Source: an optimization exercise on an open RTL-to-GDS flow (aim: small area). Production flows keep margins and buffers that such runs may drop. Function was checked by simulation only, so behaviour that the tests miss may differ from the original. Power figures rest on the tool's default switching activity, not on a simulated workload.

== main ==
==> flow/design.v <==
package dot_pkg;
	typedef enum logic [1:0] {
		phase_idle,
		phase_vec_a,
		phase_vec_b,
		phase_complete
	} entry_phase_e;
	typedef union packed {
		logic [16-1:0] value;
		logic [4-1:0][3:0] nibble;
	} hex_word_u;
	typedef struct packed {
		logic en;
		logic bank;  
		logic [3-1:0] addr;
		logic [16-1:0] data;
	} word_write_t;
	typedef struct packed {
		logic [16-1:0] a;
		logic [16-1:0] b;
	} operand_pair_t;
	typedef struct packed {
		hex_word_u word;
		entry_phase_e phase;
		logic [3-1:0] index;
	} entry_view_t;
	typedef struct packed {
		logic [8-1:0] digit3;
		logic [8-1:0] digit2;
		logic [8-1:0] digit1;
		logic [8-1:0] digit0;
	} seg_digits_t;
endpackage
module dot_product_top (
	input  logic clk1,
	input  logic rst_n,
	input  logic key_valid,
	input  logic [3:0] key_code,
	output dot_pkg::seg_digits_t segments,
	output logic [8-1:0] tracker,
	output logic [3:0] status
);
	logic any;           
	logic [5:0] last;    
	logic [5:0] nxt;
	logic full;          
	logic accept;
	logic mac;           
	logic [1:0] nib;     
	logic [3:0] word [4];    
	logic [15:0] vec_a [7];  
	logic [15:0] acc;
	logic [15:0] acc_next;
	logic [15:0] mcand;
	logic [3:0] mplier;
	logic [15:0] shown;
	assign nxt = last + 6'd1;
	assign full = any & (&last);
	assign accept = key_valid & ~full;
	assign nib = nxt[1:0];
	assign mac = accept & nxt[5];
	always_ff @(posedge clk1 or negedge rst_n) begin
		if (!rst_n) begin
			any <= 1'b0;
			last <= '1;
			acc <= '0;
		end else begin
			if (accept) begin
				any <= 1'b1;
				last <= nxt;
			end
			acc <= acc_next;
		end
	end
	always_ff @(posedge clk1) begin
		if (accept) begin
			if (nib == 2'd0) begin
				for (int i = 0; i < 6; i++) vec_a[i] <= vec_a[i+1];
				vec_a[6] <= {word[3], word[2], word[1], word[0]};
				word[0] <= key_code;
				for (int p = 1; p < 4; p++) word[p] <= vec_a[0][(p-1)*4 +: 4];
			end else begin
				for (int p = 1; p < 4; p++) begin
					if (p == nib) word[p] <= key_code;
					else if (p > nib) word[p] <= word[p-1];
				end
			end
		end
	end
	always_comb begin
		for (int p = 0; p < 4; p++)
			mcand[p*4 +: 4] = (nib == 2'd0) ? vec_a[0][p*4 +: 4] :
				(p >= nib) ? word[p] : 4'h0;
	end
	assign mplier = key_code & {4{mac}};
	logic prev;
	logic [2:0] t0, t1;
	logic [15:0] pp0, pp1;
	logic neg0, neg1;
	logic [15:0] s1, c1;
	always_comb begin
		prev = 1'b0;
		for (int p = 1; p < 4; p++)
			if (nib == 2'(p)) prev = word[p-1][3];
		prev = prev & mac;
	end
	assign t0 = {mplier[1:0], prev};
	assign t1 = mplier[3:1];
	function automatic logic [16:0] booth_pp(input logic [15:0] m, input logic [2:0] t);
		logic [15:0] mag;
		logic neg;
		case (t)
			3'b001, 3'b010, 3'b101, 3'b110: mag = m;
			3'b011, 3'b100: mag = {m[14:0], 1'b0};
			default: mag = '0;
		endcase
		neg = t[2] & ~(t[1] & t[0]);
		booth_pp = {neg, mag ^ {16{neg}}};
	endfunction
	assign {neg0, pp0} = booth_pp(mcand, t0);
	assign {neg1, pp1} = booth_pp(mcand, t1);
	logic [15:0] opb, rb;
	logic [16:0] rc;
	assign opb = {pp1[13:0], neg1, neg0};
	always_comb begin
		for (int b = 0; b < 16; b++) begin
			s1[b] = acc[b] ^ pp0[b] ^ opb[b];
			c1[b] = (acc[b] & pp0[b]) | (acc[b] & opb[b]) | (pp0[b] & opb[b]);
		end
	end
	assign rb = {c1[14:0], neg1};
	always_comb begin
		rc[0] = neg1;
		for (int b = 0; b < 16; b++) begin
			acc_next[b] = s1[b] ^ rb[b] ^ rc[b];
			rc[b+1] = (s1[b] & rb[b]) | (s1[b] & rc[b]) | (rb[b] & rc[b]);
		end
	end
	always_comb begin
		for (int p = 0; p < 4; p++)
			shown[p*4 +: 4] = full ? acc[p*4 +: 4] :
				(any && p <= last[1:0]) ? word[p] : 4'h0;
	end
	function automatic logic [7:0] seg_of(input logic [3:0] n);
		case (n)
			4'h0: seg_of = 8'hc0;
			4'h1: seg_of = 8'hf9;
			4'h2: seg_of = 8'ha4;
			4'h3: seg_of = 8'hb0;
			4'h4: seg_of = 8'h99;
			4'h5: seg_of = 8'h92;
			4'h6: seg_of = 8'h82;
			4'h7: seg_of = 8'hf8;
			4'h8: seg_of = 8'h80;
			4'h9: seg_of = 8'h98;
			4'ha: seg_of = 8'h88;
			4'hb: seg_of = 8'h83;
			4'hc: seg_of = 8'hc6;
			4'hd: seg_of = 8'ha1;
			4'he: seg_of = 8'h86;
			default: seg_of = 8'h8e;
		endcase
	endfunction
	assign segments.digit0 = seg_of(shown[3:0]);
	assign segments.digit1 = seg_of(shown[7:4]);
	assign segments.digit2 = seg_of(shown[11:8]);
	assign segments.digit3 = seg_of(shown[15:12]);
	assign tracker = (any && !full) ? ~(8'd1 << last[4:2]) : 8'hff;
	assign status = !any ? 4'd1 : full ? 4'd4 :
		last[5] ? 4'd3 : 4'd2;
endmodule
Settings: LEC_CHECK=0, ABC_AREA=1, CAP_MARGIN=20, CORE_MARGIN=2, CORE_UTILIZATION=60, SLEW_MARGIN=20, BUFFER_PORTS_ARGS=-buffer_cell sky130_fd_sc_hd__buf_1, CTS_ARGS=-sink_clustering_enable -repair_clock_nets -dont_use_dummy_load -buf_list sky130_fd_sc_hd__clkbuf_8; clock period 10.0 ns.
standard.sh (not shown) runs the stock make flow with config.mk's settings and CLKGATE_MAP_FILE= SYNTH_SCRIPT=/design/flow/synth_recipe.tcl, a recipe that flattens the netlist after the stock synthesis.
==> flow/flow/run.sh <==
#!/bin/bash
# Own layout flow: the standard synthesis, then its combinational logic
# re-mapped by ABC for area (registers and full adders kept as they are),
# then the standard layout with small port buffers and a clock tree without
# dummy loads.
set -euo pipefail
W=$PWD
F=$W/flow
LIB=$FLOW_HOME/platforms/$FLOW_PLATFORM/lib/sky130_fd_sc_hd__tt_025C_1v80.lib
R=orfs/results/$FLOW_PLATFORM/dot_product_top/base

# 1. Standard synthesis.
bash standard.sh synth > $W/std_synth.log 2>&1
cp $R/1_2_yosys.v $W/std.v
mv orfs orfs_std

# 2. Re-map the combinational logic. Flip-flops and full adders stay as
# instances with their names.
KEEP=$(grep -oE '^\s*sky130_fd_sc_hd__(df|edf|sdf|dl|fa_)\w*' $W/std.v | sort -u | tr -d ' ' | tr '\n' ' ')
DU=""
for c in sky130_fd_sc_hd__probe_p_8 sky130_fd_sc_hd__probec_p_8 'sky130_fd_sc_hd__lpflow_*'; do DU="$DU -dont_use $c"; done
yosys -l $W/reopt.log -p "
read_liberty -ignore_miss_func $LIB
read_verilog $W/std.v
hierarchy -top $FLOW_TOP
setattr -mod -set keep_hierarchy 1 $KEEP
flatten
blackbox $KEEP
opt -purge
abc -liberty $LIB $DU -script $F/reopt.abc
opt_clean -purge
hilomap -singleton -hicell sky130_fd_sc_hd__conb_1 HI -locell sky130_fd_sc_hd__conb_1 LO
opt_clean -purge
stat -liberty $LIB
write_verilog -noattr -noexpr -nohex -nodec $W/opt.v
" > /dev/null

# 3. Layout of the re-mapped netlist.
cat >> config.mk <<EOC
export BUFFER_PORTS_ARGS = -buffer_cell sky130_fd_sc_hd__buf_1
export CTS_ARGS = -sink_clustering_enable -repair_clock_nets -dont_use_dummy_load -buf_list sky130_fd_sc_hd__clkbuf_8
EOC
bash standard.sh SYNTH_NETLIST_FILES=$W/opt.v finish > $W/layout.log 2>&1
==> flow/flow/reopt.abc <==
strash
&get -n
&deepsyn -T 60
&put
dch -f
amap
topo
[inputs] the feature branch vs main
diff --git a/flow/design.v b/flow/design.v
--- a/flow/design.v
+++ b/flow/design.v
@@ -43,24 +43,21 @@
 	logic any;           
 	logic [5:0] last;    
 	logic [5:0] nxt;
 	logic full;          
 	logic accept;
-	logic mac;           
 	logic [1:0] nib;     
-	logic [3:0] word [4];    
-	logic [15:0] vec_a [7];  
+	logic [15:0] word;   
+	logic [15:0] vec_a [8];
 	logic [15:0] acc;
-	logic [15:0] acc_next;
 	logic [15:0] mcand;
 	logic [3:0] mplier;
 	logic [15:0] shown;
 	assign nxt = last + 6'd1;
 	assign full = any & (&last);
 	assign accept = key_valid & ~full;
 	assign nib = nxt[1:0];
-	assign mac = accept & nxt[5];
 	always_ff @(posedge clk1 or negedge rst_n) begin
 		if (!rst_n) begin
 			any <= 1'b0;
 			last <= '1;
 			acc <= '0;
@@ -70,49 +67,26 @@
 				last <= nxt;
 			end
 			acc <= acc_next;
 		end
 	end
-	always_ff @(posedge clk1) begin
-		if (accept) begin
-			if (nib == 2'd0) begin
-				for (int i = 0; i < 6; i++) vec_a[i] <= vec_a[i+1];
-				vec_a[6] <= {word[3], word[2], word[1], word[0]};
-				word[0] <= key_code;
-				for (int p = 1; p < 4; p++) word[p] <= vec_a[0][(p-1)*4 +: 4];
-			end else begin
-				for (int p = 1; p < 4; p++) begin
-					if (p == nib) word[p] <= key_code;
-					else if (p > nib) word[p] <= word[p-1];
-				end
-			end
-		end
-	end
-	always_comb begin
-		for (int p = 0; p < 4; p++)
-			mcand[p*4 +: 4] = (nib == 2'd0) ? vec_a[0][p*4 +: 4] :
-				(p >= nib) ? word[p] : 4'h0;
-	end
-	assign mplier = key_code & {4{mac}};
+	assign mcand = vec_a[0] << {nib, 2'b00};
+	assign mplier = key_code & {4{accept & nxt[5]}};
 	logic prev;
 	logic [2:0] t0, t1;
 	logic [15:0] pp0, pp1;
 	logic neg0, neg1;
-	logic [15:0] s1, c1;
-	always_comb begin
-		prev = 1'b0;
-		for (int p = 1; p < 4; p++)
-			if (nib == 2'(p)) prev = word[p-1][3];
-		prev = prev & mac;
-	end
+	logic [15:0] s1, c1, acc_next;
+	assign prev = accept & nxt[5] & (nib != 2'd0) & word[{nib, 2'b00} - 4'd1];
 	assign t0 = {mplier[1:0], prev};
 	assign t1 = mplier[3:1];
 	function automatic logic [16:0] booth_pp(input logic [15:0] m, input logic [2:0] t);
 		logic [15:0] mag;
 		logic neg;
 		case (t)
-			3'b001, 3'b010, 3'b101, 3'b110: mag = m;
+			3'b001, 3'b010: mag = m;
+			3'b101, 3'b110: mag = m;
 			3'b011, 3'b100: mag = {m[14:0], 1'b0};
 			default: mag = '0;
 		endcase
 		neg = t[2] & ~(t[1] & t[0]);
 		booth_pp = {neg, mag ^ {16{neg}}};
@@ -134,14 +108,21 @@
 		for (int b = 0; b < 16; b++) begin
 			acc_next[b] = s1[b] ^ rb[b] ^ rc[b];
 			rc[b+1] = (s1[b] & rb[b]) | (s1[b] & rc[b]) | (rb[b] & rc[b]);
 		end
 	end
+	always_ff @(posedge clk1) begin
+		if (accept) word[nib*4 +: 4] <= key_code;
+		if (accept && nib == 2'd3) begin
+			for (int i = 0; i < 7; i++) vec_a[i] <= vec_a[i+1];
+			vec_a[7] <= {key_code, word[11:0]};
+		end
+	end
 	always_comb begin
 		for (int p = 0; p < 4; p++)
 			shown[p*4 +: 4] = full ? acc[p*4 +: 4] :
-				(any && p <= last[1:0]) ? word[p] : 4'h0;
+				(any && p <= last[1:0]) ? word[p*4 +: 4] : 4'h0;
 	end
 	function automatic logic [7:0] seg_of(input logic [3:0] n);
 		case (n)
 			4'h0: seg_of = 8'hc0;
 			4'h1: seg_of = 8'hf9;
Findings:
- Between the feature branch and main, it is the feature branch whose final area is higher, by 520 um^2.
- The higher filler cell count in the final layout of the feature branch and main is in the feature branch.
- Summary of the feature branch over main: via count higher; power higher; end-of-flow core utilization lower; sequential cell power higher.
- Final layout net count (lower): main
- [the feature branch] buffer and inverter count on the worst path fell 1 relative to main
- Summary of the comparison: routed wire length per instance is higher in the feature branch, relative to main.
- Summary of the feature branch over main: critical path depth now smaller, wire length now larger, largest fanout on the critical path now smaller.

-- port drivers added, routing unchanged --
No port has a modelled driver above. Below, the same layouts with a new extraction and two added sets of constraints. Step 1: set_driving_cell puts a clkbuf_16 on clk1 and a buf_2 on each other input, an assumption about the parent block. Step 2 moves the port delays by t, midway between the first and last clock arrival at a register: inputs arrive t later, outputs are due t later. That takes back most of the time a late clock gives input paths. Slacks: ideal / step 1 / step 2; pairs: ideal / step 1.
run | shift t [ns] | setup WS [ns] | hold slack, ns
main | 0.473 | 0.484 / 0.495 / 0.023 | 0.402 / 0.402 / 0.402
the feature branch | 0.479 | 0.639 / 0.652 / 0.174 | 0.416 / 0.416 / 0.416
After both steps setup and hold are still met in every run listed. For the feature branch, which loses most, drivers alone change the setup slack by +0.013 ns; drivers and shift together by -0.465 ns.
